Context: an optimization exercise on an open-source flow, tuned for small area, a short achievable clock period and few clock cycles per item. The choices shown serve that exercise and are no tape-out recipe. RTL that was checked went through simulation tests only; none was proved equivalent to the original. Only the layout flow was run in runs 1 to 3; the RTL was not checked for function there. In every run shown here, the design's own scripts or RTL, not TritonCTS, make the clock network. The clock input has no modelled driver; a real chip could not lean on it and would need a root buffer or a full tree. Power is estimated from default activity; no workload was simulated.

$ cat flow/constraint.sdc
create_clock -name core_clock -period 7.0 [get_ports {clk}]
set_input_delay 1.4000 -clock core_clock [delete_from_list [all_inputs] [get_ports {clk}]]
set_output_delay 1.4000 -clock core_clock [all_outputs]
set_load 0.01 [all_outputs]
$ cat flow/design.v
package lzss_pkg;
    localparam int WINDOW_SIZE = 256;
    localparam int MAX_MATCH   = 5;
    localparam int MIN_MATCH   = 2;
    localparam int NUM_LENGTHS = MAX_MATCH - MIN_MATCH + 1;
    localparam int COUNT_WIDTH = 12;
    localparam int NUM_SLOTS = MAX_MATCH;
    localparam int PART_LEVEL  = 5;
    localparam int PART_BLOCKS = WINDOW_SIZE >> PART_LEVEL;
    typedef struct packed {
        logic [NUM_LENGTHS-1:0][PART_BLOCKS-1:0]                 any;
        logic [NUM_LENGTHS-1:0][PART_BLOCKS-1:0][PART_LEVEL-1:0] idx;
    } match_part_t;
    typedef struct packed {
        logic       is_match;
        logic [7:0] field;
        logic [1:0] len_code;
    } codeword_t;
endpackage
`timescale 1ns/1ps
module lookahead_buffer (
    input  logic        clk,
    input  logic        reset,
    input  logic        in_valid,
    input  logic [7:0]  in_data,
    input  logic        in_last,
    output logic        in_ready,
    input  logic        pop,
    output logic        head_valid,
    output logic [7:0]  head_data,
    output logic        head_last
);
    logic [1:0] count;
    logic [1:0] count_next;
    logic       accept;
    logic [7:0] data1;
    logic       last1;
    logic       full;
    assign in_ready = !full;
    assign accept     = in_valid && in_ready;
    assign count_next = count + 2'(accept) - 2'(pop);
    always_ff @(posedge clk or posedge reset) begin
        if (reset) begin
            count      <= 2'd0;
            head_valid <= 1'b0;
            full       <= 1'b0;
        end else begin
            count      <= count_next;
            head_valid <= (count_next != 2'd0);
            full       <= (count_next == 2'd2);
        end
    end
    always_ff @(posedge clk) begin
        if (count == 2'd0 || pop) begin
            if (count == 2'd2) begin
                head_data <= data1;
                head_last <= last1;
            end else begin
                head_data <= in_data;
                head_last <= in_last;
            end
        end
        if (accept && (count == 2'd2 || (count == 2'd1 && !pop))) begin
            data1 <= in_data;
            last1 <= in_last;
        end
    end
endmodule
`timescale 1ns/1ps
module history_window (
    input  logic                    clk,
    input  logic                    reset,
    input  logic                    adv,
    input  logic                    last_byte,
    input  logic [7:0]              new_byte,
    output logic [lzss_pkg::NUM_SLOTS-1:0][lzss_pkg::WINDOW_SIZE-1:0] slots,
    output logic [7:0]              lit_byte
);
    localparam int W  = lzss_pkg::WINDOW_SIZE;
    localparam int NS = lzss_pkg::NUM_SLOTS;
    logic [7:0]   hist [W];
    logic [7:0]   fill;
    logic         full;
    logic [W-1:0] older;
    logic [W-1:0] e_new;
    logic [15:0]  hi_gt, hi_eq, lo_gt;
    always_ff @(posedge clk) begin
        if (adv) begin
            hist[0] <= new_byte;
            for (int i = 1; i < W; i++) begin
                hist[i] <= hist[i-1];
            end
        end
    end
    logic [7:0]   fill_next;
    logic         full_next;
    always_comb begin
        fill_next = fill;
        full_next = full;
        if (adv && last_byte) begin
            fill_next = '0;
            full_next = 1'b0;
        end else if (adv && !full) begin
            fill_next = fill + 1'b1;
            if (fill == 8'd255) begin
                full_next = 1'b1;
            end
        end
    end
    always_ff @(posedge clk or posedge reset) begin
        if (reset) begin
            fill  <= '0;
            full  <= 1'b0;
            hi_gt <= '0;
            hi_eq <= 16'd1;
            lo_gt <= '0;
        end else begin
            fill <= fill_next;
            full <= full_next;
            for (int v = 0; v < 16; v++) begin
                hi_gt[v] <= (fill_next[7:4] > 4'(v));
                hi_eq[v] <= (fill_next[7:4] == 4'(v));
                lo_gt[v] <= (fill_next[3:0] > 4'(v));
            end
        end
    end
    always_comb begin
        for (int j = 0; j < W; j++) begin
            older[j] = full || hi_gt[j / 16] || (hi_eq[j / 16] && lo_gt[j % 16]);
        end
    end
    always_comb begin
        e_new[0] = 1'b0;
        for (int j = 1; j < W; j++) begin
            e_new[j] = (new_byte == hist[j]) && older[j];
        end
    end
    always_ff @(posedge clk) begin
        if (adv) begin
            slots[0] <= e_new;
            for (int k = 1; k < NS; k++) begin
                slots[k] <= slots[k-1];
            end
        end
    end
    assign lit_byte = hist[NS - 1];
endmodule
`timescale 1ns/1ps
module match_select (
    input  logic [lzss_pkg::NUM_SLOTS-1:0][lzss_pkg::WINDOW_SIZE-1:0] slots,
    output lzss_pkg::match_part_t    part
);
    localparam int W  = lzss_pkg::WINDOW_SIZE;
    localparam int NS = lzss_pkg::NUM_SLOTS;
    localparam int NL = lzss_pkg::NUM_LENGTHS;
    localparam int PL = lzss_pkg::PART_LEVEL;
    logic [W-1:0]          run [lzss_pkg::MAX_MATCH];
    logic [NL-1:0][W-1:0]  by_off;
    always_comb begin
        run[0] = slots[NS-1];
        for (int k = 1; k < lzss_pkg::MAX_MATCH; k++) begin
            run[k] = run[k-1] & slots[NS-1-k];
        end
    end
    always_comb begin
        for (int l = 0; l < NL; l++) begin
            by_off[l] = '0;
            for (int d = 0; d + l + 1 < W; d++) begin
                by_off[l][d] = run[l + 1][d + l + 1];
            end
        end
    end
    genvar g;
    generate
        for (g = 0; g < NL; g++) begin : g_pe
            lowest_set #(.LO(0), .HI(PL)) u_low (
                .any_i (by_off[g]),
                .idx_i ('0),
                .any_o (part.any[g]),
                .idx_o (part.idx[g])
            );
        end
    endgenerate
endmodule
module lowest_set #(
    parameter int LO = 0,
    parameter int HI = 8
) (
    input  logic [(256>>LO)-1:0]               any_i,
    input  logic [(256>>LO)-1:0][LO > 0 ? LO-1 : 0:0] idx_i,
    output logic [(256>>HI)-1:0]               any_o,
    output logic [(256>>HI)-1:0][HI-1:0]       idx_o
);
    logic [255:0]      a [9];
    logic [255:0][7:0] x [9];
    always_comb begin
        for (int s = 0; s <= 8; s++) begin
            for (int i = 0; i < 256; i++) begin
                a[s][i] = 1'b0;
                x[s][i] = '0;
            end
        end
        for (int i = 0; i < (256 >> LO); i++) begin
            a[LO][i] = any_i[i];
            x[LO][i] = (LO > 0) ? 8'(idx_i[i]) : 8'd0;
        end
        for (int s = LO + 1; s <= HI; s++) begin
            for (int i = 0; i < (256 >> s); i++) begin
                a[s][i] = a[s-1][2*i] | a[s-1][2*i+1];
                x[s][i] = x[s-1][2*i];
                if (!a[s-1][2*i]) begin
                    x[s][i] = x[s-1][2*i+1];
                    x[s][i][s-1] = 1'b1;
                end
            end
        end
        for (int i = 0; i < (256 >> HI); i++) begin
            any_o[i] = a[HI][i];
            idx_o[i] = x[HI][i][HI-1:0];
        end
    end
endmodule
module match_finish (
    input  lzss_pkg::match_part_t    part,
    input  logic [7:0]               lit_byte,
    output lzss_pkg::codeword_t      cand,
    output logic [2:0]               cand_len
);
    localparam int NL = lzss_pkg::NUM_LENGTHS;
    localparam int PL = lzss_pkg::PART_LEVEL;
    logic [NL-1:0]        hit;
    logic [NL-1:0]        top_any;
    logic [NL-1:0][7:0]   off;
    always_comb begin
        for (int l = 0; l < NL; l++) begin
            hit[l] = |part.any[l];
        end
    end
    genvar g;
    generate
        for (g = 0; g < NL; g++) begin : g_top
            lowest_set #(.LO(PL), .HI(8)) u_top (
                .any_i (part.any[g]),
                .idx_i (part.idx[g]),
                .any_o (top_any[g]),
                .idx_o (off[g])
            );
        end
    endgenerate
    always_comb begin
        cand.is_match = hit[0];
        cand.field    = hit[3] ? off[3] :
                        hit[2] ? off[2] :
                        hit[1] ? off[1] :
                        hit[0] ? off[0] : lit_byte;
        cand.len_code = hit[3] ? 2'd3 :
                        hit[2] ? 2'd2 :
                        hit[1] ? 2'd1 : 2'd0;
        cand_len      = hit[3] ? 3'd5 :
                        hit[2] ? 3'd4 :
                        hit[1] ? 3'd3 :
                        hit[0] ? 3'd2 : 3'd1;
    end
endmodule
`timescale 1ns/1ps
module encode_control (
    input  logic                                clk,
    input  logic                                reset,
    input  logic                                head_valid,
    input  logic                                head_last,
    output logic                                adv,
    output logic                                last_byte,
    input  lzss_pkg::match_part_t               part,
    input  logic [7:0]                          lit_byte,
    output logic                                out_valid,
    input  logic                                out_ready,
    output lzss_pkg::codeword_t                 out_codeword,
    output logic [lzss_pkg::COUNT_WIDTH-1:0]    enc_num,
    output logic                                finish
);
    localparam int NS = lzss_pkg::NUM_SLOTS;
    logic           seen_last;
    logic [2:0]     pad_cnt;
    logic           flushing;
    logic [NS-1:0]  slot_real;
    logic signed [3:0] uncov;
    logic signed [3:0] uncov_in;
    logic signed [3:0] uncov_next;
    logic              done_next;
    logic                   r_valid;
    lzss_pkg::match_part_t  r_part;
    logic [7:0]             r_lit;
    lzss_pkg::codeword_t    r_cw;
    logic [2:0]             r_len;
    logic [2:0]             skip;
    logic [2:0]             skip_next;
    logic                   skip_nz;
    logic                   push;
    logic                   room;
    logic [3:0]             r_hit;
    logic [1:0]           ocount;
    logic [1:0]           ocount_next;
    lzss_pkg::codeword_t  o1;
    lzss_pkg::codeword_t  o2;
    logic                 pop;
    match_finish u_finish (
        .part     (r_part),
        .lit_byte (r_lit),
        .cand     (r_cw),
        .cand_len (r_len)
    );
    assign last_byte = head_valid && head_last;
    always_comb begin
        for (int l = 0; l < 4; l++) begin
            r_hit[l] = |r_part.any[l];
        end
    end
    assign push = r_valid && !skip_nz;
    assign room = (ocount == 2'd0) || (ocount == 2'd1) || (ocount == 2'd2 && !push);
    assign adv  = (head_valid || flushing) && room;
    assign pop         = out_valid && out_ready;
    assign ocount_next = ocount + 2'(push) - 2'(pop);
    always_comb begin
        skip_next = skip;
        if (r_valid) begin
            if (skip_nz) begin
                skip_next = skip - 1'b1;
            end else begin
                skip_next = r_hit[3] ? 3'd4 :
                            r_hit[2] ? 3'd3 :
                            r_hit[1] ? 3'd2 :
                            r_hit[0] ? 3'd1 : 3'd0;
            end
        end
    end
    always_comb begin
        uncov_in   = uncov + 4'(adv && head_valid);
        uncov_next = uncov_in;
        done_next  = (uncov_in <= 4'sd0);
        if (push) begin
            uncov_next = uncov_in - 4'(r_len);
            done_next  = (uncov_in <= 4'sd1) ||
                         (uncov_in == 4'sd2 && r_hit[0]) ||
                         (uncov_in == 4'sd3 && r_hit[1]) ||
                         (uncov_in == 4'sd4 && r_hit[2]) ||
                         (uncov_in == 4'sd5 && r_hit[3]);
        end
    end
    always_ff @(posedge clk or posedge reset) begin
        if (reset) begin
            seen_last <= 1'b0;
            flushing  <= 1'b0;
            pad_cnt   <= '0;
            slot_real <= '0;
            uncov     <= '0;
            r_valid   <= 1'b0;
            skip      <= '0;
            skip_nz   <= 1'b0;
            ocount    <= '0;
            out_valid <= 1'b0;
            enc_num   <= '0;
            finish    <= 1'b0;
        end else begin
            r_valid <= adv && slot_real[NS-1];
            if (adv) begin
                slot_real <= {slot_real[NS-2:0], head_valid};
                if (head_valid && head_last) begin
                    seen_last <= 1'b1;
                    flushing  <= 1'b1;
                end
                if (flushing) begin
                    pad_cnt <= pad_cnt + 1'b1;
                    if (pad_cnt == 3'(NS - 1)) begin
                        flushing <= 1'b0;
                    end
                end
            end
            uncov     <= uncov_next;
            skip      <= skip_next;
            skip_nz   <= (skip_next != 3'd0);
            ocount    <= ocount_next;
            out_valid <= (ocount_next != 2'd0);
            if (pop) begin
                enc_num <= enc_num + 1'b1;
            end
            if (seen_last && done_next && ocount_next == 2'd0) begin
                finish <= 1'b1;
            end
        end
    end
    always_ff @(posedge clk) begin
        r_part <= part;
        r_lit  <= lit_byte;
        if (pop || ocount == 2'd0) begin
            out_codeword <= (ocount == 2'd0 || (ocount == 2'd1 && push)) ? r_cw : o1;
        end
        if ((pop && ocount == 2'd2 && push) || (!pop && ocount == 2'd1 && push)) begin
            o1 <= r_cw;
        end else if (pop && ocount == 2'd3) begin
            o1 <= o2;
        end
        if ((pop && ocount == 2'd3 && push) || (!pop && ocount == 2'd2 && push)) begin
            o2 <= r_cw;
        end
    end
endmodule
`timescale 1ns/1ps
module lzss_encoder (
    input  logic                                clk,
    input  logic                                reset,
    input  logic                                in_valid,
    input  logic [7:0]                          in_data,
    input  logic                                in_last,
    output logic                                in_ready,
    output logic                                out_valid,
    input  logic                                out_ready,
    output lzss_pkg::codeword_t                 out_codeword,
    output logic [lzss_pkg::COUNT_WIDTH-1:0]    enc_num,
    output logic                                finish
);
    logic                 head_valid;
    logic [7:0]           head_data;
    logic                 head_last;
    logic                 adv;
    logic                 last_byte;
    logic [lzss_pkg::NUM_SLOTS-1:0][lzss_pkg::WINDOW_SIZE-1:0] slots;
    logic [7:0]           lit_byte;
    lzss_pkg::match_part_t part;
    lookahead_buffer u_lookahead (
        .clk        (clk),
        .reset      (reset),
        .in_valid   (in_valid),
        .in_data    (in_data),
        .in_last    (in_last),
        .in_ready   (in_ready),
        .pop        (adv && head_valid),
        .head_valid (head_valid),
        .head_data  (head_data),
        .head_last  (head_last)
    );
    history_window u_history (
        .clk       (clk),
        .reset     (reset),
        .adv       (adv),
        .last_byte (last_byte),
        .new_byte  (head_data),
        .slots     (slots),
        .lit_byte  (lit_byte)
    );
    match_select u_select (
        .slots    (slots),
        .part     (part)
    );
    encode_control u_control (
        .clk          (clk),
        .reset        (reset),
        .head_valid   (head_valid),
        .head_last    (head_last),
        .adv          (adv),
        .last_byte    (last_byte),
        .part         (part),
        .lit_byte     (lit_byte),
        .out_valid    (out_valid),
        .out_ready    (out_ready),
        .out_codeword (out_codeword),
        .enc_num      (enc_num),
        .finish       (finish)
    );
endmodule
`timescale 1ns/1ps
module lzss_top (
    input  logic        clk,
    input  logic        reset,
    input  logic        in_valid,
    input  logic [7:0]  in_data,
    input  logic        in_last,
    output logic        in_ready,
    output logic        out_valid,
    input  logic        out_ready,
    output logic        out_is_match,
    output logic [7:0]  out_field,
    output logic [1:0]  out_len_code,
    output logic [11:0] enc_num,
    output logic        finish
);
    lzss_pkg::codeword_t  out_codeword;
    lzss_encoder u_enc (
        .clk          (clk),
        .reset        (reset),
        .in_valid     (in_valid),
        .in_data      (in_data),
        .in_last      (in_last),
        .in_ready     (in_ready),
        .out_valid    (out_valid),
        .out_ready    (out_ready),
        .out_codeword (out_codeword),
        .enc_num      (enc_num),
        .finish       (finish)
    );
    assign out_is_match = out_codeword.is_match;
    assign out_field    = out_codeword.field;
    assign out_len_code = out_codeword.len_code;
endmodule
$ cat flow/standard.sh
#!/bin/bash
# synth_recipe.tcl (not shown) runs the flow's synth.tcl, then flattens the netlist and writes it again
# the make line also repeats each setting of config.mk as NAME=value (left out here)
make -C /OpenROAD-flow-scripts/flow DESIGN_CONFIG=/design/flow/config.mk WORK_HOME=/design/flow/orfs CLKGATE_MAP_FILE= SYNTH_SCRIPT=/design/flow/synth_recipe.tcl "${@:-finish}"
$ cat flow/config.mk
export PLATFORM = sky130hd
export DESIGN_NAME = lzss_top
export DESIGN_NICKNAME = lzss_top
export VERILOG_FILES = /design/flow/design.v
export SDC_FILE = /design/flow/constraint.sdc
export NUM_CORES = 8
export LEC_CHECK = 0
export CAP_MARGIN = 40
export CORE_MARGIN = 2
export CORE_UTILIZATION = 40
export SETUP_SLACK_MARGIN = 4.3
export SLEW_MARGIN = 20
$ cat flow/flow/run.sh
#!/bin/bash
# The standard layout, except in the cts step: flow/mycts.tcl, sourced there
# through ORFS's PRE_CTS_TCL hook, stands in for the clock_tree_synthesis
# command. It builds a three-level clock tree of clkbuf_16 over recursive
# bisection clusters of the flip-flops, and rebuilds the buffer tree of the
# history's advance enable the same way (flow/myfanout.tcl). The rest of the
# cts step (legalisation, timing repair) and all other steps are unchanged.
set -o pipefail
export PRE_CTS_TCL="$PWD/flow/mycts.tcl"
export MYCTS_LEAF=24
export MYCTS_MID=4
bash standard.sh finish > standard.log 2>&1
$ cat flow/flow/myfanout.tcl
# Rebuilds the buffer tree of a high-fanout signal net: the buffers already on
# it are removed, its sinks are split recursively into clusters, and a tree of
# buffers is built bottom-up from the cluster centroids.

proc mft_is_buf {inst} {
  return [regexp {^sky130_fd_sc_hd__(buf|clkbuf)_[0-9]+$} [[$inst getMaster] getName]]
}

proc mft_out_net {inst} {
  foreach it [$inst getITerms] {
    if {[$it isOutputSignal]} { return [$it getNet] }
  }
  return ""
}

proc mft_in_iterm {inst} {
  foreach it [$inst getITerms] {
    if {[$it isInputSignal]} { return $it }
  }
  return ""
}

# Net at the root of the buffer tree that net belongs to
proc mft_root {net} {
  while {1} {
    set drv ""
    foreach it [$net getITerms] {
      if {[$it isOutputSignal]} { set drv [$it getInst] }
    }
    if {$drv eq "" || ![mft_is_buf $drv]} { return $net }
    set net [[mft_in_iterm $drv] getNet]
  }
}

proc mft_collect {net} {
  set sinks {}
  set bufs {}
  foreach it [$net getITerms] {
    if {[$it isOutputSignal]} { continue }
    set inst [$it getInst]
    if {[mft_is_buf $inst]} {
      lappend bufs $inst
      lassign [mft_collect [mft_out_net $inst]] s b
      set sinks [concat $sinks $s]
      set bufs [concat $bufs $b]
    } else {
      lappend sinks $it
    }
  }
  return [list $sinks $bufs]
}

proc mft_rebuild {net tag leafn upn topn} {
  set block [ord::get_db_block]
  set db [ord::get_db]
  set root [mft_root $net]
  lassign [mft_collect $root] sinks bufs
  foreach b $bufs {
    set on [mft_out_net $b]
    foreach it [$b getITerms] { if {[$it getNet] ne ""} { $it disconnect } }
    odb::dbInst_destroy $b
    if {$on ne "" && $on ne $root} { odb::dbNet_destroy $on }
  }
  set items {}
  foreach it $sinks {
    if {[$it getNet] ne ""} { $it disconnect }
    set bb [[$it getInst] getBBox]
    lappend items [list $it [expr {([$bb xMin] + [$bb xMax]) / 2}] [expr {([$bb yMin] + [$bb yMax]) / 2}]]
  }
  puts "myfanout: net [$root getName]: [llength $sinks] sinks, removed [llength $bufs] buffers"
  set level 0
  set groupn $leafn
  set nb 0
  while {[llength $items] > $topn} {
    set k [expr {([llength $items] + $groupn - 1) / $groupn}]
    set next {}
    set master [$db findMaster [expr {$level == 0 ? "sky130_fd_sc_hd__buf_4" : "sky130_fd_sc_hd__buf_8"}]]
    foreach grp [mycts_split $items $k ""] {
      lassign $grp path members
      lassign [mycts_centroid $members] x y
      set name "mft_${tag}_${level}_$path"
      set b [odb::dbInst_create $block $master $name]
      $b setLocation $x $y
      $b setPlacementStatus PLACED
      set n [odb::dbNet_create $block "${name}_net"]
      [$b findITerm X] connect $n
      foreach m $members { [lindex $m 0] connect $n }
      lappend next [list [$b findITerm A] $x $y]
      incr nb
    }
    set items $next
    set groupn $upn
    incr level
  }
  foreach m $items { [lindex $m 0] connect $root }
  puts "myfanout: inserted $nb buffers in $level levels"
}
$ cat flow/flow/mycts.tcl
# Clock tree built here in place of TritonCTS: the sinks are split recursively
# (alternating on the longer side, by count) into leaf clusters of at most
# MYCTS_LEAF sinks; each leaf cluster gets a clkbuf_16 at its centroid, each
# group of leaves at split depth MYCTS_MID a middle clkbuf_16, and each of
# the 4 groups at split depth 2 a root clkbuf_16 driven by the clock port.
# The buffer tree of the history's advance enable is rebuilt the same way.

proc mycts_centroid {items} {
  set sx 0; set sy 0
  foreach it $items { set sx [expr {$sx + [lindex $it 1]}]; set sy [expr {$sy + [lindex $it 2]}] }
  set n [llength $items]
  return [list [expr {$sx / $n}] [expr {$sy / $n}]]
}

# items: {name x y ...}; k: leaves wanted; returns list of {path items}
proc mycts_split {items k path} {
  if {$k <= 1} { return [list [list $path $items]] }
  set xs {}; set ys {}
  foreach it $items { lappend xs [lindex $it 1]; lappend ys [lindex $it 2] }
  set xs [lsort -integer $xs]; set ys [lsort -integer $ys]
  set ax [expr {([lindex $xs end] - [lindex $xs 0]) >= ([lindex $ys end] - [lindex $ys 0]) ? 1 : 2}]
  set items [lsort -integer -index $ax $items]
  set k1 [expr {$k / 2}]
  set k2 [expr {$k - $k1}]
  set n [llength $items]
  set n1 [expr {int(round(double($n) * $k1 / $k))}]
  set a [lrange $items 0 [expr {$n1 - 1}]]
  set b [lrange $items $n1 end]
  return [concat [mycts_split $a $k1 ${path}0] [mycts_split $b $k2 ${path}1]]
}

proc mycts_build {} {
  set block [ord::get_db_block]
  set db [ord::get_db]
  set master [$db findMaster sky130_fd_sc_hd__clkbuf_16]
  set leafmax [expr {[info exists ::env(MYCTS_LEAF)] ? $::env(MYCTS_LEAF) : 24}]
  set middepth [expr {[info exists ::env(MYCTS_MID)] ? $::env(MYCTS_MID) : 4}]
  set src [lindex [get_property [lindex [all_clocks] 0] sources] 0]
  set clknet [[$block findBTerm [get_name $src]] getNet]
  set sinks {}
  foreach it [$clknet getITerms] {
    set inst [$it getInst]
    set bb [$inst getBBox]
    lappend sinks [list $it [expr {([$bb xMin] + [$bb xMax]) / 2}] [expr {([$bb yMin] + [$bb yMax]) / 2}]]
  }
  set n [llength $sinks]
  set k [expr {($n + $leafmax - 1) / $leafmax}]
  # whole groups below the root and middle levels
  set p 1
  while {$p < $k} { set p [expr {$p * 2}] }
  set leaves [mycts_split $sinks $k ""]
  puts "mycts: $n sinks, [llength $leaves] leaf clusters"
  set nb 0
  array set kids {}
  foreach leaf $leaves {
    lassign $leaf path items
    lassign [mycts_centroid $items] x y
    set b [odb::dbInst_create $block $master "clkbuf_leaf_$path"]
    $b setLocation $x $y
    $b setPlacementStatus PLACED
    set net [odb::dbNet_create $block "clknet_leaf_$path"]
    $net setSigType CLOCK
    [$b findITerm X] connect $net
    foreach it $items {
      set iterm [lindex $it 0]
      $iterm disconnect
      $iterm connect $net
    }
    incr nb
    set up [string range $path 0 [expr {$middepth - 1}]]
    lappend kids(m$up) [list $b $x $y]
  }
  foreach key [lsort [array names kids m*]] {
    set up [string range $key 1 end]
    lassign [mycts_centroid $kids($key)] x y
    set b [odb::dbInst_create $block $master "clkbuf_mid_$up"]
    $b setLocation $x $y
    $b setPlacementStatus PLACED
    set net [odb::dbNet_create $block "clknet_mid_$up"]
    $net setSigType CLOCK
    [$b findITerm X] connect $net
    foreach c $kids($key) { [[lindex $c 0] findITerm A] connect $net }
    incr nb
    lappend kids(r[string range $up 0 1]) [list $b $x $y]
  }
  foreach key [lsort [array names kids r*]] {
    set up [string range $key 1 end]
    lassign [mycts_centroid $kids($key)] x y
    set b [odb::dbInst_create $block $master "clkbuf_root_$up"]
    $b setLocation $x $y
    $b setPlacementStatus PLACED
    set net [odb::dbNet_create $block "clknet_root_$up"]
    $net setSigType CLOCK
    [$b findITerm X] connect $net
    foreach c $kids($key) { [[lindex $c 0] findITerm A] connect $net }
    [$b findITerm A] connect $clknet
    incr nb
  }
  $clknet setSigType CLOCK
  puts "mycts: inserted $nb clock buffers"
  set_propagated_clock [all_clocks]
}

if {[info commands clock_tree_synthesis] ne ""} {
  rename clock_tree_synthesis mycts_tritoncts
}
source [file join [file dirname [info script]] myfanout.tcl]

proc clock_tree_synthesis {args} {
  mycts_build
  # The history's advance enable reaches every history and slot register
  set pin [lindex [get_pins -hierarchical {u_enc.u_history.hist*/DE}] 0]
  if {$pin ne ""} {
    set net [[ord::get_db_block] findNet [get_full_name [get_nets -of_objects $pin]]]
    mft_rebuild $net adv 24 8 4
  }
}
==> summary.txt, run 1 <==
mapped cell area 151,300 sq um; post-synth top area cell edfxtp_1; DIE HEIGHT 619.1 um; top cells by count, synth 3,374 x edfxtp_1, 1,408 x xor2_1, 661 x xnor2_1, 655 x nand2_1, 580 x nand3_1; Fin. Hold Viols 0; initial antenna violation count 21; main area contributors after synthesis edfxtp_1 67%, xor2_1 8.1%, xnor2_1 3.8%, dfxtp_1 2.6%, nor4_1 1.9%; clock-pin slew on the worst setup and hold paths 0.09 ns; worst-margin pin slew 0.9709 ns; core area 376,100 sq um; period utilisation layout 40.78%; Final #Nets 10,486; Vias/cell 5.680; Synth Flop Type edfxtp_1; Seq cells post-synth 3,667; YS warnings 14; hold_buf cts 0; std cell rows 225; Ports 39; Post-synth EDFFs 3,374; Initial Util 40.24%; Avg Inst Size Synth 14.72 sq um; Max-slew headroom 35.28%; critical path class reg2out; worst hold start u_enc.u_history.slots[1]; PD cells 467.7 nW/um^2; DIE AREA 383,300 sq um; post-synthesis xor/xnor area fraction 11.97%; main combinational cell family by area after synthesis XOR/XNOR gates; Tot GR Track Use 19.80%; DRC violation count after routing 0; largest net degree at the start of global routing 92; Netlist cell types 105; startpoint types flip-flop; Crit path arrival time 1.45 ns; crit path max-delay cell type dfrtp_1; first-pass iteration count of the detailed router 8; Finished Layout Cells 15,463; multiplexer area fraction after synthesis 0.5589%; Syn Nets 10,309; worst flop-to-flop path startpoint u_enc.u_history.slots[1033]; Period minus WS final 2.854 ns; synth-to-layout area growth 8.775%; most common cell in the netlist edfxtp_1; grt total ovfl 0; Worst Setup End Kind output pin; via count 87,832; Max Fclk 0.3503 GHz; HP Class reg2reg; fin. max-slew vios 0; DP HPWL 258,000 um; clk_skew 0.06005 ns; Syn Inst Count 10,281; Die X 619.1 um; share of the yosys chip area belonging to registers 71.13%; unrepaired setup endpoints after global routing yes; setup TNS 0 ns; clock latency on the worst-skew pair 0.67 ns; slowest cell delay on critical path 0.39 ns; first-pass GRT wire length 572,900 um; status finished clean; Peak VDD IR 0.0003642 V; DRT iter0 DRCs 10,118; Placer Congestion 0.9382; Worst Path Required 5.60 ns; Final setup violation count 0; reg2reg end u_enc.u_control.r_part[123]; cells along the critical path clkinvlp_4, buf_6; placed insts 15,094; simple-gate share of the synthesized area 9.520%; adder-cell share of the synthesized area 0.1290%; Compound-Gate Fraction of Synth Area 5.467%; Routed Antenna Nets 0; Max FO, Critical Path 2; max_cap viols 0; worst reg2reg path depth 7; drt total wl 398,500 um; Hold Path Stages 0; PortBufs 38; Post-synth ARST share 2.536%; share of cells above drive strength 1 6.934%; mean routed wirelength per cell 25.77 um; vias in the first global route 85,052; Hold Path End u_enc.u_history.slots[257]; top-area cell type share of the netlist area 66.95%; FF-to-FF setup slack 4.28 ns; Static Leak 52.25 nW
==> sequential cells by signal, summed over array words and instances, names as in the netlist, 3 cells and up <==
| name | count |
|---|---|
| u_enc.u_history.hi_gt | 15 |
| u_enc.u_history.hist | 2048 |
| u_enc.u_history.hi_eq | 16 |
| u_enc.u_control.o1 | 11 |
| u_enc.u_control.pad_cnt | 3 |
| u_enc.u_control.o2 | 11 |
| u_enc.u_control.r_lit | 8 |
| u_enc.u_lookahead.head_data | 8 |
| u_enc.u_control.skip | 3 |
| u_enc.u_control.slot_real | 5 |
| u_enc.u_history.fill | 7 |
| u_enc.u_control.enc_num | 12 |
| u_enc.u_lookahead.data1 | 8 |
| u_enc.u_history.slots | 1275 |
| u_enc.u_history.lo_gt | 15 |
| u_enc.u_control.out_codeword | 11 |
| u_enc.u_control.uncov | 4 |
| u_enc.u_control.r_part | 192 |
==> cells in the final DEF, fill, tap and decap left out, types with 18 or more instances in the layout <==
cell	Yosys	final
buf_4	1	240
a22oi_1	83	83
o2111ai_1	20	20
a32oi_1	27	27
o221ai_1	21	21
buf_12	0	26
or4_1	44	44
buf_8	0	25
o21ai_0	169	160
a31oi_1	64	64
mux2i_1	44	40
nand3_1	580	579
edfxtp_1	3374	3374
a21boi_0	41	41
xor2_1	1408	1407
and3_1	160	159
nor2b_1	44	42
xnor2_1	661	661
clkbuf_16	0	177
a211oi_1	27	26
nor2_1	249	242
mux2_2	36	36
inv_1	93	87
nand4_1	115	115
dfxtp_1	200	192
nor3_1	47	47
o211ai_1	46	46
a21oi_1	510	509
buf_2	69	20
or2_2	41	35
nor4_1	469	463
nand2_1	655	652
a21o_1	19	19
buf_6	1	18
and4_1	130	130
o21bai_1	20	20
dfrtp_1	92	71
a221oi_1	40	40
nand2b_1	56	56
and2_1	51	50
==> worst max path at each step <==
stage	start	endpoint	slack [ns]	cells past startpoint
3_3_place_gp	out_ready	u_enc.u_control.o1[9]	2.53	7
6_report	u_enc.u_lookahead.full	in_ready	4.15	2
3_5_place_dp	out_ready	u_enc.u_control.o1[5]	2.70	8
2_1_floorplan	u_enc.u_control.ocount[1]	u_enc.u_control.slot_real[1]	-46.50	4
5_1_grt	u_enc.u_lookahead.full	in_ready	4.10	2
4_1_cts	u_enc.u_lookahead.full	in_ready	4.07	2
==> power by group <==
| part | internal, W | switching, W |
|---|---|---|
| Combinational | 0.00873 | 0.0182 |
| Sequential | 0.0340 | 0.00522 |
| Clock | 0.00444 | 0.00644 |
==> layer usage <==
layer | part of all wire [%] | track usage, % | wire, um | up-vias
met3 | 6.3 | 2.223 | 25150 | 545
met5 | 0.0085 | 0 | 34 | -
li1 | - | - | - | 38904
met1 | 43 | 27.71 | 171900 | 45315
met4 | 3.7 | 6.091 | 14720 | 6
met2 | 47 | 32.40 | 186700 | 3062
==> cells by family (layout without fill, tap and decap cells) <==
| family | count (synthesis) | after routing |
|---|---|---|
| compound gates | 1280 | 1280 |
| xor+xnor | 2069 | 2069 |
| fa+ha+maj | 15 | 15 |
| buf+inv | 466 | 641 |
| flops | 3667 | 3667 |
| mux | 80 | 80 |
| other cells | 0 | 13 |
| simple gates | 2704 | 2704 |
==> critical path: cells and delay by family (launching register included) <==
kind	cells	cell delay, ns
buf+inv	2	0.41
flops	1	0.39
==> final cells by class <==
cell class              count  area (sq um)
fillers                 33537        211500
flip-flops and latches   3667        107700
multi-input cells        6148         42130
well taps                4994          6248
plain buffers             333          5688
repair buffers            208          2406
inverters                 100         402.9
diodes                     13         32.53
==> repair_timing <==
item	in CTS	in global routing
buffers inserted	33	16
gates resized for setup	181	64
cloned	6	4
pin swaps	5	10
endpoints found under the setup margin	3382	123
==> per-stage QoR <==
step	hold WS [ns]	cell area, sq um	util, %	setup WS [ns]	total power [W]
finish	0.4193	164600	43.77	4.146	0.07699
CTS	0.4235	164100	43.64	4.069	0.07679
detailed placement	0.4056	158300	42.08	2.700	0.06462
floorplan	0.3847	151400	-	-46.50	0.04072
global route	0.4316	164600	43.76	4.104	0.08064
global placement	0.4009	158000	42.01	2.534	0.06400
==> run 2: changes to the inputs <==
--- a/flow/design.v
+++ b/flow/design.v
@@ -35,19 +35,17 @@
     logic       accept;
     logic [7:0] data1;
     logic       last1;
-    logic       full;
-    assign in_ready = !full;
     assign accept     = in_valid && in_ready;
     assign count_next = count + 2'(accept) - 2'(pop);
     always_ff @(posedge clk or posedge reset) begin
         if (reset) begin
             count      <= 2'd0;
             head_valid <= 1'b0;
-            full       <= 1'b0;
+            in_ready   <= 1'b1;
         end else begin
             count      <= count_next;
             head_valid <= (count_next != 2'd0);
-            full       <= (count_next == 2'd2);
+            in_ready   <= (count_next != 2'd2);
         end
     end
     always_ff @(posedge clk) begin
@@ -92,39 +90,26 @@
             end
         end
     end
-    logic [7:0]   fill_next;
-    logic         full_next;
-    always_comb begin
-        fill_next = fill;
-        full_next = full;
-        if (adv && last_byte) begin
-            fill_next = '0;
-            full_next = 1'b0;
-        end else if (adv && !full) begin
-            fill_next = fill + 1'b1;
-            if (fill == 8'd255) begin
-                full_next = 1'b1;
-            end
-        end
-    end
     always_ff @(posedge clk or posedge reset) begin
         if (reset) begin
-            fill  <= '0;
-            full  <= 1'b0;
-            hi_gt <= '0;
-            hi_eq <= 16'd1;
-            lo_gt <= '0;
-        end else begin
-            fill <= fill_next;
-            full <= full_next;
-            for (int v = 0; v < 16; v++) begin
-                hi_gt[v] <= (fill_next[7:4] > 4'(v));
-                hi_eq[v] <= (fill_next[7:4] == 4'(v));
-                lo_gt[v] <= (fill_next[3:0] > 4'(v));
+            fill <= '0;
+            full <= 1'b0;
+        end else if (adv && last_byte) begin
+            fill <= '0;
+            full <= 1'b0;
+        end else if (adv && !full) begin
+            fill <= fill + 1'b1;
+            if (fill == 8'd255) begin
+                full <= 1'b1;
             end
         end
     end
     always_comb begin
+        for (int v = 0; v < 16; v++) begin
+            hi_gt[v] = (fill[7:4] > 4'(v));
+            hi_eq[v] = (fill[7:4] == 4'(v));
+            lo_gt[v] = (fill[3:0] > 4'(v));
+        end
         for (int j = 0; j < W; j++) begin
             older[j] = full || hi_gt[j / 16] || (hi_eq[j / 16] && lo_gt[j % 16]);
         end
@@ -284,7 +269,6 @@
     logic           flushing;
     logic [NS-1:0]  slot_real;
     logic signed [3:0] uncov;
-    logic signed [3:0] uncov_in;
     logic signed [3:0] uncov_next;
     logic              done_next;
     logic                   r_valid;
@@ -333,18 +317,26 @@
             end
         end
     end
-    always_comb begin
-        uncov_in   = uncov + 4'(adv && head_valid);
-        uncov_next = uncov_in;
-        done_next  = (uncov_in <= 4'sd0);
-        if (push) begin
-            uncov_next = uncov_in - 4'(r_len);
-            done_next  = (uncov_in <= 4'sd1) ||
-                         (uncov_in == 4'sd2 && r_hit[0]) ||
-                         (uncov_in == 4'sd3 && r_hit[1]) ||
-                         (uncov_in == 4'sd4 && r_hit[2]) ||
-                         (uncov_in == 4'sd5 && r_hit[3]);
+    logic signed [3:0] u_minus [6];
+    logic signed [3:0] u_plus1;
+    logic [2:0]        nhits;
+    always_comb begin
+        for (int k = 0; k < 6; k++) begin
+            u_minus[k] = uncov - 4'(k);
+        end
+        u_plus1 = uncov + 4'sd1;
+        nhits   = r_hit[3] ? 3'd4 :
+                  r_hit[2] ? 3'd3 :
+                  r_hit[1] ? 3'd2 :
+                  r_hit[0] ? 3'd1 : 3'd0;
+        if (!push) begin
+            uncov_next = (adv && head_valid) ? u_plus1 : uncov;
+        end else if (adv && head_valid) begin
+            uncov_next = u_minus[nhits];
+        end else begin
+            uncov_next = u_minus[nhits + 3'd1];
         end
+        done_next = (uncov_next <= 4'sd0);
     end
     always_ff @(posedge clk or posedge reset) begin
         if (reset) begin
==> flow/flow/run.sh (replaced) <==
#!/bin/bash
# The standard layout, except in the cts step: flow/mycts.tcl, sourced there
# through ORFS's PRE_CTS_TCL hook, stands in for the clock_tree_synthesis
# command. It builds a three-level clock tree of clkbuf_16 over recursive
# bisection clusters of the flip-flops, and rebuilds the buffer tree of the
# history's advance enable the same way (flow/myfanout.tcl). Before that it
# moves each register that drives an output port next to the port's buffer
# (flow/pullout.tcl). The rest of the
# cts step (legalisation, timing repair) and all other steps are unchanged.
set -o pipefail
export PRE_CTS_TCL="$PWD/flow/mycts.tcl"
export MYCTS_LEAF=20
export MYCTS_MID=4
bash standard.sh finish > standard.log 2>&1
--- a/flow/flow/mycts.tcl
+++ b/flow/flow/mycts.tcl
@@ -4,6 +4,8 @@
 # group of leaves at split depth MYCTS_MID a middle clkbuf_16, and each of
 # the 4 groups at split depth 2 a root clkbuf_16 driven by the clock port.
 # The buffer tree of the history's advance enable is rebuilt the same way.
+# Before that, each register driving an output port's buffer is moved next to
+# the buffer (pullout.tcl); the cts step's legalisation then places it.
 
 proc mycts_centroid {items} {
   set sx 0; set sy 0
@@ -105,8 +107,11 @@
   rename clock_tree_synthesis mycts_tritoncts
 }
 source [file join [file dirname [info script]] myfanout.tcl]
+source [file join [file dirname [info script]] pullout.tcl]
 
 proc clock_tree_synthesis {args} {
+  # Registers that drive output ports sit next to their port buffers
+  pull_out_regs
   mycts_build
   # The history's advance enable reaches every history and slot register
   set pin [lindex [get_pins -hierarchical {u_enc.u_history.hist*/DE}] 0]
==> flow/flow/pullout.tcl (new file) <==
# Moves each register that drives an output port's buffer next to that buffer.
proc pull_out_regs {} {
  set block [ord::get_db_block]
  set moved 0
  foreach bt [$block getBTerms] {
    if {[$bt getIoType] ne "OUTPUT"} { continue }
    set pnet [$bt getNet]
    if {$pnet eq "NULL" || $pnet eq ""} { continue }
    # driver of the port net: the output buffer
    set buf ""
    foreach it [$pnet getITerms] { if {[$it isOutputSignal]} { set buf [$it getInst] } }
    if {$buf eq ""} { continue }
    set a ""
    foreach it [$buf getITerms] { if {[$it isInputSignal]} { set a $it } }
    if {$a eq ""} { continue }
    set inet [$a getNet]
    set ff ""
    foreach it [$inet getITerms] { if {[$it isOutputSignal]} { set ff [$it getInst] } }
    if {$ff eq "" || ![string match "*df*" [[$ff getMaster] getName]]} { continue }
    set bb [$buf getBBox]
    $ff setLocation [$bb xMin] [$bb yMin]
    incr moved
  }
  puts "pull_out_regs: moved $moved registers"
}
==> run 2 against run 1 <==
- critical path type is now reg2reg
- sequential power down 1%
- die area down 1.0%
- synthesized area down 1.0%
- critical path depth up 7
==> summary.txt, run 2 <==
Initial Util 40.22% (was 40.24%); Worst path depth 9 (was 2); Max FO, Critical Path 14 (was 2); most common cell in the netlist edfxtp_1 (unchanged); Final #Nets 10,615 (was 10,486); main area contributors after synthesis edfxtp_1 68%, xnor2_1 11%, dfxtp_1 2.7%, nand4_1 2.3%, a21oi_1 1.8% (was edfxtp_1 67%, xor2_1 8.1%, xnor2_1 3.8%, dfxtp_1 2.6%, nor4_1 1.9%); Netlist cell types 82 (was 105); DIE AREA 379,500 sq um (was 383,300 sq um); Crit path max-delay family simple AND/OR/NAND/NOR gates (was buffers and inverters); unrepaired setup endpoints after global routing yes (unchanged); std cell rows 224 (was 225); Post-synth EDFFs 3,374 (unchanged); setup TNS 0 ns (unchanged); largest registers u_enc.u_history.hist: 2048 flops, u_enc.u_history.slots: 1275 flops, u_enc.u_control.r_part: 192 flops (unchanged); Tot GR Track Use 20.29% (was 19.80%); Max Fclk 0.3266 GHz (was 0.3503 GHz); DIE HEIGHT 616.0 um (was 619.1 um); Routed Antenna Nets 0 (unchanged); first-pass iteration count of the detailed router 6 (was 8); DRT iter0 DRCs 10,059 (was 10,118); clock-pin slew on the worst setup and hold paths 0.08 ns (was 0.09 ns); YS warnings 15 (was 14); hold slack 0.4196 ns (was 0.4193 ns); Max-slew headroom 18.11% (was 35.28%); area post-placement 157,300 sq um (was 158,300 sq um); Seq cells post-synth 3,622 (was 3,667); metal3 WL 23,050 um (was 25,150 um); Die X 616.0 um (was 619.1 um); Final Cell Area 165,500 sq um (was 164,600 sq um); grt total ovfl 0 (unchanged); metal1 wirelength 180,900 um (was 171,900 um); DRC violation count after routing 0 (unchanged); mean routed wirelength per cell 25.88 um (was 25.77 um); Post-synth ARST share 1.325% (was 2.536%); highest metal used met5 (unchanged); clk_skew 0.05883 ns (was 0.06005 ns); max_cap viols 0 (unchanged); Crit path arrival time 3.57 ns (was 1.45 ns); worst-margin pin slew 1.228 ns (was 0.9709 ns); Worst Path Required 7.50 ns (was 5.60 ns); Worst Setup End Kind flip-flop (was output pin); synth-to-layout area growth 10.44% (was 8.775%); cells along the critical path or4_1, nor4_4, inv_2, nor3_2, a211oi_1, a2111oi_2, or3_4, nor4_4, a311o_2 (was clkinvlp_4, buf_6); share of cells above drive strength 1 8.507% (was 6.934%); Most flops, register u_enc.u_history.hist (unchanged); Syn Nets 10,305 (was 10,309); Static Leak 51.60 nW (was 52.25 nW); largest net degree at the start of global routing 83 (was 92); mapped cell area 149,800 sq um (was 151,300 sq um); Final setup violation count 0 (unchanged); vias in the first global route 85,523 (was 85,052); PD cells 487.5 nW/um^2 (was 467.7 nW/um^2); core area 372,500 sq um (was 376,100 sq um); top cells by count, synth 3,374 x edfxtp_1, 1,890 x xnor2_1, 639 x nand2_1, 552 x nand4_1, 524 x a21oi_1 (was 3,374 x edfxtp_1, 1,408 x xor2_1, 661 x xnor2_1, 655 x nand2_1, 580 x nand3_1); Vias/cell 5.653 (was 5.680); Period minus WS final 3.062 ns (was 2.854 ns); Fin. Hold Viols 0 (unchanged); PortBufs 38 (unchanged); Syn Inst Count 10,272 (was 10,281); period utilisation layout 43.75% (was 40.78%); clock latency on the worst-skew pair 0.68 ns (was 0.67 ns); first-pass GRT wire length 581,100 um (was 572,900 um); startpoint types flip-flop (unchanged); slowest cell delay on critical path 0.79 ns (was 0.39 ns); DP HPWL 265,800 um (was 258,000 um); fin. max-slew vios 0 (unchanged); Placer Congestion 0.9280 (was 0.9382); Synth Flop Type edfxtp_1 (unchanged); Worst path most repeated cell nor4_4; via count 87,969 (was 87,832); initial antenna violation count 32 (was 21); Hold Path Stages 0 (unchanged); most frequent cells in the layout 3,374 x edfxtp_1, 1,888 x xnor2_1, 632 x nand2_1 (was 3,374 x edfxtp_1, 1,407 x xor2_1, 661 x xnor2_1); Buf/Inv on CP 1 (was 2); top-area cell type share of the netlist area 67.62% (was 66.95%); worst reg2reg path depth 9 (was 7); share of the yosys chip area belonging to registers 71.10% (was 71.13%); Ports 39 (unchanged); crit path max-delay cell type or4_1 (was dfrtp_1); Avg Inst Size Synth 14.59 sq um (was 14.72 sq um); drt total wl 402,700 um (was 398,500 um); critical path class reg2reg (was reg2out); Peak VDD IR 0.0004217 V (was 0.0003642 V); most common cell after layout, fill and taps aside edfxtp_1 (unchanged); met2 WL 185,100 um (was 186,700 um); status finished clean (unchanged); HP Class reg2reg (unchanged); max FFs per register 2,048 (unchanged); post-synth top area cell edfxtp_1 (unchanged)
run 2: cell types whose count changed after synthesis, sizes merged, moves of 34 or more:
cell,change
and4,-55
o21ai,+47
dfrtp,-45
inv,+36
nor3,+253
nand3,-220
nand4,+436
xnor2,+1229
xor2,-1231
or4,-34
nor2,+36
nor4,-412
run 2: report_power, final:
part	internal [W]	switching, W
registers	0.0339	0.00490
logic	0.0104	0.0197
clock network	0.00513	0.00655
run 2: worst paths after layout:
kind / startpoint / end / slack, ns
max reg2reg: u_enc.u_control.r_part[185] / u_enc.u_control.finish / 3.94
min reg2reg: u_enc.u_history.slots[1] / u_enc.u_history.slots[257] / 0.42
max: u_enc.u_control.r_part[185] / u_enc.u_control.finish / 3.94
min in group asynchronous: reset / u_enc.u_control.enc_num[11] / 1.13
max in group asynchronous: reset / u_enc.u_control.pad_cnt[1] / 5.35
min: u_enc.u_history.slots[1] / u_enc.u_history.slots[257] / 0.42
run 2: what timing repair did:
| item | 4_1_cts | 5_1_grt |
|---|---|---|
| pin swaps | 41 | 29 |
| hold endpoints to repair | 0 | 0 |
| setup endpoints to repair | 3591 | 3338 |
| resized for setup | 343 | 153 |
| cloned | 2 | 6 |
| hold buffers | 0 | 0 |
| setup buffers | 77 | 27 |
run 2: layout make-up:
type                       count  area, sq um
multi-input combinational   6174        42340
tap                         4972         6221
buffer                       362         6973
fill                       32686       207000
antenna                        9        22.52
sequential                  3622       106600
timing repair buffer         288         2801
inverter                     134        531.8
run 2: per-layer routing:
layer / up-vias / track usage [%]
li1: 39141 / -
met1: 45331 / 29.63
met2: 2927 / 32.30
met3: 558 / 1.958
met4: 12 / 5.665
met5: - / 0
run 2: cells by family (layout without fill, tap and decap cells):
kind of cell | count (synthesis) | in the layout | share of synthesized area, %
multiplexers | 81 | 81 | 0.5662
AO/OA/AOI/OAI | 1310 | 1310 | 5.513
buffers and inverters | 478 | 784 | 1.219
AND/OR/NAND/NOR | 2694 | 2696 | 9.352
other | 0 | 9 | 0
adder cells (fa/ha/maj) | 20 | 20 | 0.1670
XOR/XNOR | 2067 | 2067 | 12.08
flip-flops | 3622 | 3622 | 71.10
run 2: per-stage QoR:
| step | utilization [%] | setup slack [ns] | instances | total power [W] |
|---|---|---|---|---|
| floorplan | - | -44.52 | 10272 | 0.04042 |
| global placement | 42.13 | 2.132 | 15092 | 0.06635 |
| detailed placement | 42.22 | 2.478 | 15117 | 0.06700 |
| CTS | 44.17 | 3.936 | 15517 | 0.08033 |
| global route | 44.42 | 3.853 | 15553 | 0.08440 |
| finish | 44.42 | 3.938 | 15561 | 0.08067 |
==> run 3: changes to the inputs <==
--- a/flow/design.v
+++ b/flow/design.v
@@ -283,6 +283,8 @@
     logic                   room;
     logic [3:0]             r_hit;
     logic [1:0]           ocount;
+    lzss_pkg::codeword_t  o0_in;
+    logic                 o0_load;
     logic [1:0]           ocount_next;
     lzss_pkg::codeword_t  o1;
     lzss_pkg::codeword_t  o2;
@@ -303,6 +305,8 @@
     assign room = (ocount == 2'd0) || (ocount == 2'd1) || (ocount == 2'd2 && !push);
     assign adv  = (head_valid || flushing) && room;
     assign pop         = out_valid && out_ready;
+    assign o0_load     = pop || (ocount == 2'd0);
+    assign o0_in       = (ocount == 2'd0 || (ocount == 2'd1 && push)) ? r_cw : o1;
     assign ocount_next = ocount + 2'(push) - 2'(pop);
     always_comb begin
         skip_next = skip;
@@ -319,24 +323,35 @@
     end
     logic signed [3:0] u_minus [6];
     logic signed [3:0] u_plus1;
-    logic [2:0]        nhits;
+    logic              in_pos;
+    assign in_pos = adv && head_valid;
     always_comb begin
         for (int k = 0; k < 6; k++) begin
             u_minus[k] = uncov - 4'(k);
         end
         u_plus1 = uncov + 4'sd1;
-        nhits   = r_hit[3] ? 3'd4 :
-                  r_hit[2] ? 3'd3 :
-                  r_hit[1] ? 3'd2 :
-                  r_hit[0] ? 3'd1 : 3'd0;
         if (!push) begin
-            uncov_next = (adv && head_valid) ? u_plus1 : uncov;
-        end else if (adv && head_valid) begin
-            uncov_next = u_minus[nhits];
+            uncov_next = in_pos ? u_plus1 : uncov;
+            done_next  = in_pos ? (uncov <= -4'sd1) : (uncov <= 4'sd0);
+        end else if (in_pos) begin
+            uncov_next = r_hit[3] ? u_minus[4] :
+                         r_hit[2] ? u_minus[3] :
+                         r_hit[1] ? u_minus[2] :
+                         r_hit[0] ? u_minus[1] : u_minus[0];
+            done_next  = r_hit[3] ? (uncov <= 4'sd4) :
+                         r_hit[2] ? (uncov <= 4'sd3) :
+                         r_hit[1] ? (uncov <= 4'sd2) :
+                         r_hit[0] ? (uncov <= 4'sd1) : (uncov <= 4'sd0);
         end else begin
-            uncov_next = u_minus[nhits + 3'd1];
+            uncov_next = r_hit[3] ? u_minus[5] :
+                         r_hit[2] ? u_minus[4] :
+                         r_hit[1] ? u_minus[3] :
+                         r_hit[0] ? u_minus[2] : u_minus[1];
+            done_next  = r_hit[3] ? (uncov <= 4'sd5) :
+                         r_hit[2] ? (uncov <= 4'sd4) :
+                         r_hit[1] ? (uncov <= 4'sd3) :
+                         r_hit[0] ? (uncov <= 4'sd2) : (uncov <= 4'sd1);
         end
-        done_next = (uncov_next <= 4'sd0);
     end
     always_ff @(posedge clk or posedge reset) begin
         if (reset) begin
@@ -383,8 +398,8 @@
     always_ff @(posedge clk) begin
         r_part <= part;
         r_lit  <= lit_byte;
-        if (pop || ocount == 2'd0) begin
-            out_codeword <= (ocount == 2'd0 || (ocount == 2'd1 && push)) ? r_cw : o1;
+        if (o0_load) begin
+            out_codeword <= o0_in;
         end
         if ((pop && ocount == 2'd2 && push) || (!pop && ocount == 2'd1 && push)) begin
             o1 <= r_cw;
--- a/flow/config.mk
+++ b/flow/config.mk
@@ -8,5 +8,5 @@
 export CAP_MARGIN = 40
 export CORE_MARGIN = 2
 export CORE_UTILIZATION = 40
-export SETUP_SLACK_MARGIN = 4.3
+export SETUP_SLACK_MARGIN = 4.5
 export SLEW_MARGIN = 20
==> run 3 against run 2 <==
- first-iteration DRC count rose by 5.5%
- sequential share of layout area fell by 0.52 points
- sequential cell count did not move
- via count rose by 2.3%
- cell area rose by 0.83%
- synthesized area rose by 0.45%
- fmax rose by 11%
- synthesized cell count rose by 0.77%
- highest routed layer unchanged
==> summary.txt, run 3 <==
Static Leak 52.04 nW (was 51.60 nW); most common cell in the netlist edfxtp_1 (unchanged); Period minus WS final 2.747 ns (was 3.062 ns); PD cells 483.9 nW/um^2 (was 487.5 nW/um^2); filler instances 33,009 (was 32,686); Worst Setup End Kind flip-flop (unchanged); Most flops, register u_enc.u_history.hist (unchanged); vias in the first global route 86,718 (was 85,523); met2 Use GR 33.43% (was 32.30%); share of cells above drive strength 1 8.956% (was 8.507%); Vias/cell 5.742 (was 5.653); drt total wl 418,400 um (was 402,700 um); largest registers u_enc.u_history.hist: 2048 flops, u_enc.u_history.slots: 1275 flops, u_enc.u_control.r_part: 192 flops (unchanged); most frequent cells in the layout 3,374 x edfxtp_1, 1,920 x xnor2_1, 694 x nand2_1 (was 3,374 x edfxtp_1, 1,888 x xnor2_1, 632 x nand2_1); initial antenna violation count 18 (was 32); DRC violation count after routing 0 (unchanged); Max-slew headroom 27.43% (was 18.11%); PortBufs 38 (unchanged); top-area cell type share of the netlist area 67.32% (was 67.62%); mean routed wirelength per cell 26.70 um (was 25.88 um); max FFs per register 2,048 (unchanged); startpoint types flip-flop (unchanged); worst-margin pin slew 1.088 ns (was 1.228 ns); first-pass GRT wire length 600,400 um (was 581,100 um); Netlist cell types 94 (was 82); Routed Antenna Nets 0 (unchanged); Placer Congestion 0.9607 (was 0.9280); core area 375,000 sq um (was 372,500 sq um); clock latency on the worst-skew pair 0.67 ns (was 0.68 ns); DP HPWL 276,700 um (was 265,800 um); Fin. Hold Viols 0 (unchanged); post-synth top area cell edfxtp_1 (unchanged); DIE HEIGHT 617.4 um (was 616.0 um); Final setup violation count 0 (unchanged); largest net degree at the start of global routing 76 (was 83); period utilisation layout 39.24% (was 43.75%); Max Fclk 0.3640 GHz (was 0.3266 GHz); clk_skew 0.04115 ns (was 0.05883 ns); DIE AREA 381,200 sq um (was 379,500 sq um); status finished clean (unchanged); Post-synth EDFFs 3,374 (unchanged); via count 89,995 (was 87,969); grt total ovfl 0 (unchanged); area post-placement 158,000 sq um (was 157,300 sq um); mapped cell area 150,500 sq um (was 149,800 sq um); Peak VDD IR 0.0004787 V (was 0.0004217 V); Crit path arrival time 3.13 ns (was 3.57 ns); Final Cell Area 166,800 sq um (was 165,500 sq um); Initial Util 40.13% (was 40.22%); synth-to-layout area growth 10.86% (was 10.44%); setup TNS 0 ns (unchanged); GRT busiest layer met2 (unchanged); Syn Nets 10,390 (was 10,305); max_cap viols 0 (unchanged); grt met3 use 3.107% (was 1.958%); std cell rows 225 (was 224); Final #Nets 10,715 (was 10,615); most common cell after layout, fill and taps aside edfxtp_1 (unchanged); Syn Inst Count 10,351 (was 10,272); Synth Flop Type edfxtp_1 (unchanged); DRT iter0 DRCs 10,613 (was 10,059); Seq cells post-synth 3,622 (unchanged); HP Class reg2reg (unchanged); Worst Path Required 7.38 ns (was 7.50 ns); YS warnings 15 (unchanged); fin. max-slew vios 0 (unchanged); Max FO, Critical Path 10 (was 14); final worst slack 4.253 ns (was 3.938 ns); main area contributors after synthesis edfxtp_1 67%, xnor2_1 11%, dfxtp_1 2.7%, nand4_1 2.4%, nand2_1 1.8% (was edfxtp_1 68%, xnor2_1 11%, dfxtp_1 2.7%, nand4_1 2.3%, a21oi_1 1.8%); top cells by count, synth 3,374 x edfxtp_1, 1,923 x xnor2_1, 713 x nand2_1, 579 x nand4_1, 483 x a21oi_1 (was 3,374 x edfxtp_1, 1,890 x xnor2_1, 639 x nand2_1, 552 x nand4_1, 524 x a21oi_1); Post-synth ARST share 1.325% (unchanged); Die X 617.4 um (was 616.0 um); Ports 39 (unchanged); hold_buf cts 0 (unchanged); fin util 44.49% (was 44.42%); unrepaired setup endpoints after global routing yes (unchanged); met1 usage 30.28% (was 29.63%); Avg Inst Size Synth 14.54 sq um (was 14.59 sq um); critical path class reg2reg (unchanged); first-pass iteration count of the detailed router 7 (was 6); clock-pin slew on the worst setup and hold paths 0.08 ns (about the same); Place WS 3.317 ns (was 2.478 ns); share of the yosys chip area belonging to registers 70.78% (was 71.10%); Tot GR Track Use 21.03% (was 20.29%)
[run 3: critical path: stages, from the launching register on]
cell      delay [ns]
dfxtp_2         0.44
nor2_1          0.39
o221ai_1        0.57
a32o_1          0.40
and3_4          0.20
o31ai_2         0.48
[run 3: where the power goes]
group	switching, W	internal, W	leakage, nW
registers	0.00510	0.0338	32.2
logic	0.0196	0.0105	17.4
clock network	0.00657	0.00513	2.49
total	0.0313	0.0494	52.0
[run 3: per-stage QoR]
stage                     total power (W)  std cells  hold WS (ns)
after global placement            0.06576      15177        0.4012
after floorplan                   0.04059      10351        0.3861
after CTS                         0.08007      15615        0.4106
final                             0.08074      15674        0.4079
after global routing              0.08430      15668        0.4223
after detailed placement          0.06642      15206        0.4045
[run 3: worst paths after layout]
path	end	startpoint	slack (ns)	cells after the start
hold reg to reg	u_enc.u_history.hist[1][1]	u_enc.u_history.hist[0][1]	0.41	0
hold / removal	u_enc.u_history.hist[1][1]	u_enc.u_history.hist[0][1]	0.41	0
setup / recovery	u_enc.u_control.out_codeword[3]	u_enc.u_control.r_part[176]	4.25	5
max in group asynchronous	u_enc.u_history.fill[6]	reset	5.09	3
setup reg to reg	u_enc.u_control.out_codeword[3]	u_enc.u_control.r_part[176]	4.25	5
min in group asynchronous	u_enc.u_control.enc_num[11]	reset	1.28	3
[run 3: cell families after synthesis]
kind of cell    after synthesis  share of synthesized area (%)
xor+xnor                   2072                          12.06
buf+inv                     460                          1.180
mux                          56                         0.3966
compound gates             1299                          5.558
simple gates               2816                          9.811
flops                      3622                          70.78
fa+ha+maj                    26                         0.2162
[run 3: metal layers]
layer / vias to the layer above / share of wire [%]
met4: 2 / 3.0
met5: - / 0.0017
li1: 39506 / -
met2: 3606 / 46
met3: 503 / 7.7
met1: 46378 / 43
[run 3: what timing repair did]
item / 4_1_cts / 5_1_grt
pin swaps: 33 / 29
gates resized for setup: 431 / 123
endpoints found under the setup margin: 3679 / 3485
cloned: 5 / 3
setup buffers: 87 / 48
[run 3: layout make-up]
class / instances / area, sq um / area share, %
Tap cell: 4994 / 6248 / 3.745
Timing Repair Buffer: 308 / 3194 / 1.915
Sequential cell: 3622 / 106600 / 63.89
Multi-Input combinational cell: 6269 / 43370 / 25.99
Buffer: 362 / 6957 / 4.170
Antenna cell: 6 / 15.01 / 0.008999
Inverter: 113 / 464.2 / 0.2782
==> run 4: changes to the inputs <==
--- a/flow/design.v
+++ b/flow/design.v
@@ -5,7 +5,7 @@
     localparam int NUM_LENGTHS = MAX_MATCH - MIN_MATCH + 1;
     localparam int COUNT_WIDTH = 12;
     localparam int NUM_SLOTS = MAX_MATCH;
-    localparam int PART_LEVEL  = 5;
+    localparam int PART_LEVEL  = 6;
     localparam int PART_BLOCKS = WINDOW_SIZE >> PART_LEVEL;
     typedef struct packed {
         logic [NUM_LENGTHS-1:0][PART_BLOCKS-1:0]                 any;
--- a/flow/config.mk
+++ b/flow/config.mk
@@ -8,5 +8,5 @@
 export CAP_MARGIN = 40
 export CORE_MARGIN = 2
 export CORE_UTILIZATION = 40
-export SETUP_SLACK_MARGIN = 4.5
+export SETUP_SLACK_MARGIN = 4.3
 export SLEW_MARGIN = 20
==> run 4 against run 3 <==
- critical endpoint is now u_enc.u_history.slots[160]
- synthesized cell count shrank 1.6%
- worst hold slack gained 0.020 ns
- routed wire length shrank 2.9%
- combinational power is essentially flat
- synthesized area shrank 0.74%
- still clean on timing, DRC and antenna
- sequential cell count shrank 80
- largest cell class unchanged
- power shrank 0.38%
==> summary.txt, run 4 <==
drt total wl 406,400 um (was 418,400 um); Max-slew headroom 31.16% (was 27.43%); most common cell in the netlist edfxtp_1 (unchanged); Worst Path Required 7.41 ns (was 7.38 ns); main area contributors after synthesis edfxtp_1 68%, xnor2_1 11%, nand4_1 2.6%, dfxtp_1 1.6%, nand2_1 1.5% (was edfxtp_1 67%, xnor2_1 11%, dfxtp_1 2.7%, nand4_1 2.4%, nand2_1 1.8%); FF-to-FF setup slack 4.27 ns (was 4.25 ns); DIE HEIGHT 615.1 um (was 617.4 um); startpoint types flip-flop (unchanged); first-pass iteration count of the detailed router 8 (was 7); Routed Antenna Nets 0 (unchanged); Initial Util 40.17% (was 40.13%); hold_buf cts 0 (unchanged); grt total ovfl 0 (unchanged); final worst slack 4.272 ns (was 4.253 ns); DRC violation count after routing 0 (unchanged); Peak VDD IR 0.0003007 V (was 0.0004787 V); crit path max-delay cell type nand2_4 (was o221ai_1); Place WS 3.099 ns (was 3.317 ns); unrepaired setup endpoints after global routing yes (unchanged); multi-input logic area 43,460 sq um (was 43,370 sq um); YS warnings 15 (unchanged); cells along the critical path buf_4, nor2_1, nand2_4, a21oi_1, nor3_1 (was nor2_1, o221ai_1, a32o_1, and3_4, o31ai_2); clock latency on the worst-skew pair 0.66 ns (was 0.67 ns); first-pass GRT wire length 584,000 um (was 600,400 um); Max Fclk 0.3665 GHz (was 0.3640 GHz); Die X 615.1 um (was 617.4 um); Vias/cell 5.774 (was 5.742); Seq cells post-synth 3,542 (was 3,622); fin. max-slew vios 0 (unchanged); Syn Inst Count 10,190 (was 10,351); Buf/Inv on CP 1 (was 0); Fin. Hold Viols 0 (unchanged); post-synth top area cell edfxtp_1 (unchanged); Tot GR Track Use 20.38% (was 21.03%); Worst Setup End Kind flip-flop (unchanged); initial antenna violation count 21 (was 18); DP HPWL 268,300 um (was 276,700 um); largest net degree at the start of global routing 87 (was 76); share of cells above drive strength 1 7.774% (was 8.956%); core area 371,900 sq um (was 375,000 sq um); worst-margin pin slew 1.033 ns (was 1.088 ns); Final #Nets 10,461 (was 10,715); vias in the first global route 85,686 (was 86,718); Synth Flop Type edfxtp_1 (unchanged); max FFs per register 2,048 (unchanged); Static Leak 50.94 nW (was 52.04 nW); DIE AREA 378,400 sq um (was 381,200 sq um); sequential cell area 104,900 sq um (was 106,600 sq um); most frequent cells in the layout 3,374 x edfxtp_1, 1,899 x xnor2_1, 623 x nand4_1 (was 3,374 x edfxtp_1, 1,920 x xnor2_1, 694 x nand2_1); most common cell after layout, fill and taps aside edfxtp_1 (unchanged); clk_skew 0.03996 ns (was 0.04115 ns); HP Class reg2reg (unchanged); PD cells 488.4 nW/um^2 (was 483.9 nW/um^2); share of the yosys chip area belonging to registers 70.23% (was 70.78%); Crit path arrival time 3.14 ns (was 3.13 ns); Avg Inst Size Synth 14.66 sq um (was 14.54 sq um); Most flops, register u_enc.u_history.hist (unchanged); largest registers u_enc.u_history.hist: 2048 flops, u_enc.u_history.slots: 1275 flops, u_enc.u_control.r_part: 112 flops (was u_enc.u_history.hist: 2048 flops, u_enc.u_history.slots: 1275 flops, u_enc.u_control.r_part: 192 flops); Ports 39 (unchanged); mapped cell area 149,400 sq um (was 150,500 sq um); Syn Nets 10,229 (was 10,390); synth-to-layout area growth 10.25% (was 10.86%); DRT iter0 DRCs 10,354 (was 10,613); clock-pin slew on the worst setup and hold paths 0.09 ns (was 0.08 ns); top cells by count, synth 3,374 x edfxtp_1, 1,901 x xnor2_1, 623 x nand4_1, 593 x nand2_1, 408 x a21oi_1 (was 3,374 x edfxtp_1, 1,923 x xnor2_1, 713 x nand2_1, 579 x nand4_1, 483 x a21oi_1); Post-synth EDFFs 3,374 (unchanged); PortBufs 38 (unchanged); setup TNS 0 ns (unchanged); critical path class reg2reg (unchanged); filler instances 32,843 (was 33,009); Post-synth ARST share 1.355% (was 1.325%); period utilisation layout 38.98% (was 39.24%); Max FO, Critical Path 16 (was 10); mean routed wirelength per cell 26.39 um (was 26.70 um); status finished clean (unchanged); slowest cell delay on critical path 0.55 ns (was 0.57 ns); Netlist cell types 94 (unchanged); Crit path max-delay family simple AND/OR/NAND/NOR gates (was compound AO/OA/AOI/OAI gates); Period minus WS final 2.728 ns (was 2.747 ns); Final setup violation count 0 (unchanged); Placer Congestion 0.9677 (was 0.9607); top-area cell type share of the netlist area 67.82% (was 67.32%); max_cap viols 0 (unchanged); via count 88,915 (was 89,995); std cell rows 224 (was 225)
## run 4: changes by cell type in the layout (fill, tap and decap cells not counted), moves of 23 or more
cell	previous run	this run
dfxtp_1	180	115
nand4_1	579	623
buf_6	164	80
nand3_1	375	316
nor2_1	253	222
a31oi_1	65	88
buf_4	176	126
a21oi_1	474	399
and4_1	101	182
nand2_1	694	588
buf_8	31	102
## run 4: through the flow
stage	util [%]	instance area [sq um]	cells	hold slack, ns	power (W)
2_1_floorplan	-	149400	10190	0.3861	0.03995
4_1_cts	44.06	163800	15367	0.4293	0.07981
5_1_grt	44.28	164700	15392	0.4357	0.08406
3_3_place_gp	41.99	156200	14975	0.4008	0.06583
6_report	44.28	164700	15400	0.4280	0.08043
3_5_place_dp	42.12	156600	15000	0.4056	0.06666
## run 4: layer usage
| layer | vias to the layer above | GRT usage [%] | part of all wire [%] |
|---|---|---|---|
| met5 | - | 0 | 0.049 |
| met4 | 8 | 5.180 | 2.9 |
| met3 | 514 | 2.303 | 6.7 |
| met2 | 3275 | 32.90 | 47 |
| met1 | 45877 | 29.35 | 44 |
| li1 | 39241 | - | - |
## run 4: final timing paths
| check | startpoint | depth (start not counted) | end |
|---|---|---|---|
| worst max-delay path | u_enc.u_history.fill[3] | 5 | u_enc.u_history.slots[160] |
| worst min-delay path | u_enc.u_history.hist[0][6] | 0 | u_enc.u_history.hist[1][6] |
| worst max register to register | u_enc.u_history.fill[3] | 5 | u_enc.u_history.slots[160] |
| worst min register to register | u_enc.u_history.hist[0][6] | 0 | u_enc.u_history.hist[1][6] |
| max in group asynchronous | reset | 3 | u_enc.u_history.fill[3] |
| min in group asynchronous | reset | 3 | u_enc.u_control.enc_num[1] |
## run 4: what timing repair did
| item | in CTS | in global routing |
|---|---|---|
| pin swaps | 16 | 13 |
| setup endpoints to repair | 3633 | 3425 |
| cloned | 4 | 5 |
| setup buffers | 52 | 19 |
| resized for setup | 353 | 160 |
## run 4: cell type report
type | instances | share of cell area, %
Antenna cell | 8 | 0.01216
Buffer | 358 | 4.330
Inverter | 95 | 0.2234
Multi-Input combinational cell | 6189 | 26.39
Sequential cell | 3542 | 63.72
Tap cell | 4972 | 3.777
Timing Repair Buffer | 236 | 1.556
## run 4: kinds of logic (layout without fill, tap and decap cells)
| family | Yosys count | in the layout | share of synthesized area, % |
|---|---|---|---|
| XOR/XNOR | 2066 | 2066 | 12.11 |
| buffers and inverters | 459 | 689 | 1.192 |
| flip-flops | 3542 | 3542 | 70.23 |
| other | 0 | 8 | 0 |
| AND/OR/NAND/NOR | 2734 | 2734 | 9.989 |
| AO/OA/AOI/OAI | 1299 | 1299 | 5.806 |
| multiplexers | 64 | 64 | 0.4489 |
| adder cells (fa/ha/maj) | 26 | 26 | 0.2178 |
## run 4: power by group
group	internal, W	switching, W
Sequential	0.0332	0.00528
Combinational	0.0107	0.0198
Clock	0.00503	0.00644
Testbench counts of run 4, summed over its fixed seeds: cycles 8,778, bytes 8,594.

## afterwards: timing with drivers on the ports
How much do the figures lean on ideal ports? The routed layouts below were timed once more, with nothing changed but the port constraints. Step 1 assumes that a clkbuf_16 drives the clock port and a buf_2 every other input. Step 2 also shifts input and output timing later by t, the mid clock arrival at the registers, as if the neighbouring blocks saw the same clock. a / b / c = no drivers / after step 1 / after step 2; a / b = the first two.
| run | t (ns) | slack for setup (ns) | latest minus earliest clock arrival (ns) |
|---|---|---|---|
| run 1 | 0.869 | 4.146 / 3.917 / 3.631 | 0.060 / 0.060 |
| run 2 | 0.877 | 3.938 / 3.937 / 3.458 | 0.063 / 0.061 |
| run 3 | 0.862 | 4.253 / 4.079 / 3.969 | 0.054 / 0.054 |
| run 4 | 0.861 | 4.272 / 4.080 / 3.671 | 0.050 / 0.050 |
After both steps every run listed still meets setup and hold. For run 4, which loses most, drivers alone change the setup slack by -0.192 ns; drivers and shift together by -0.601 ns.
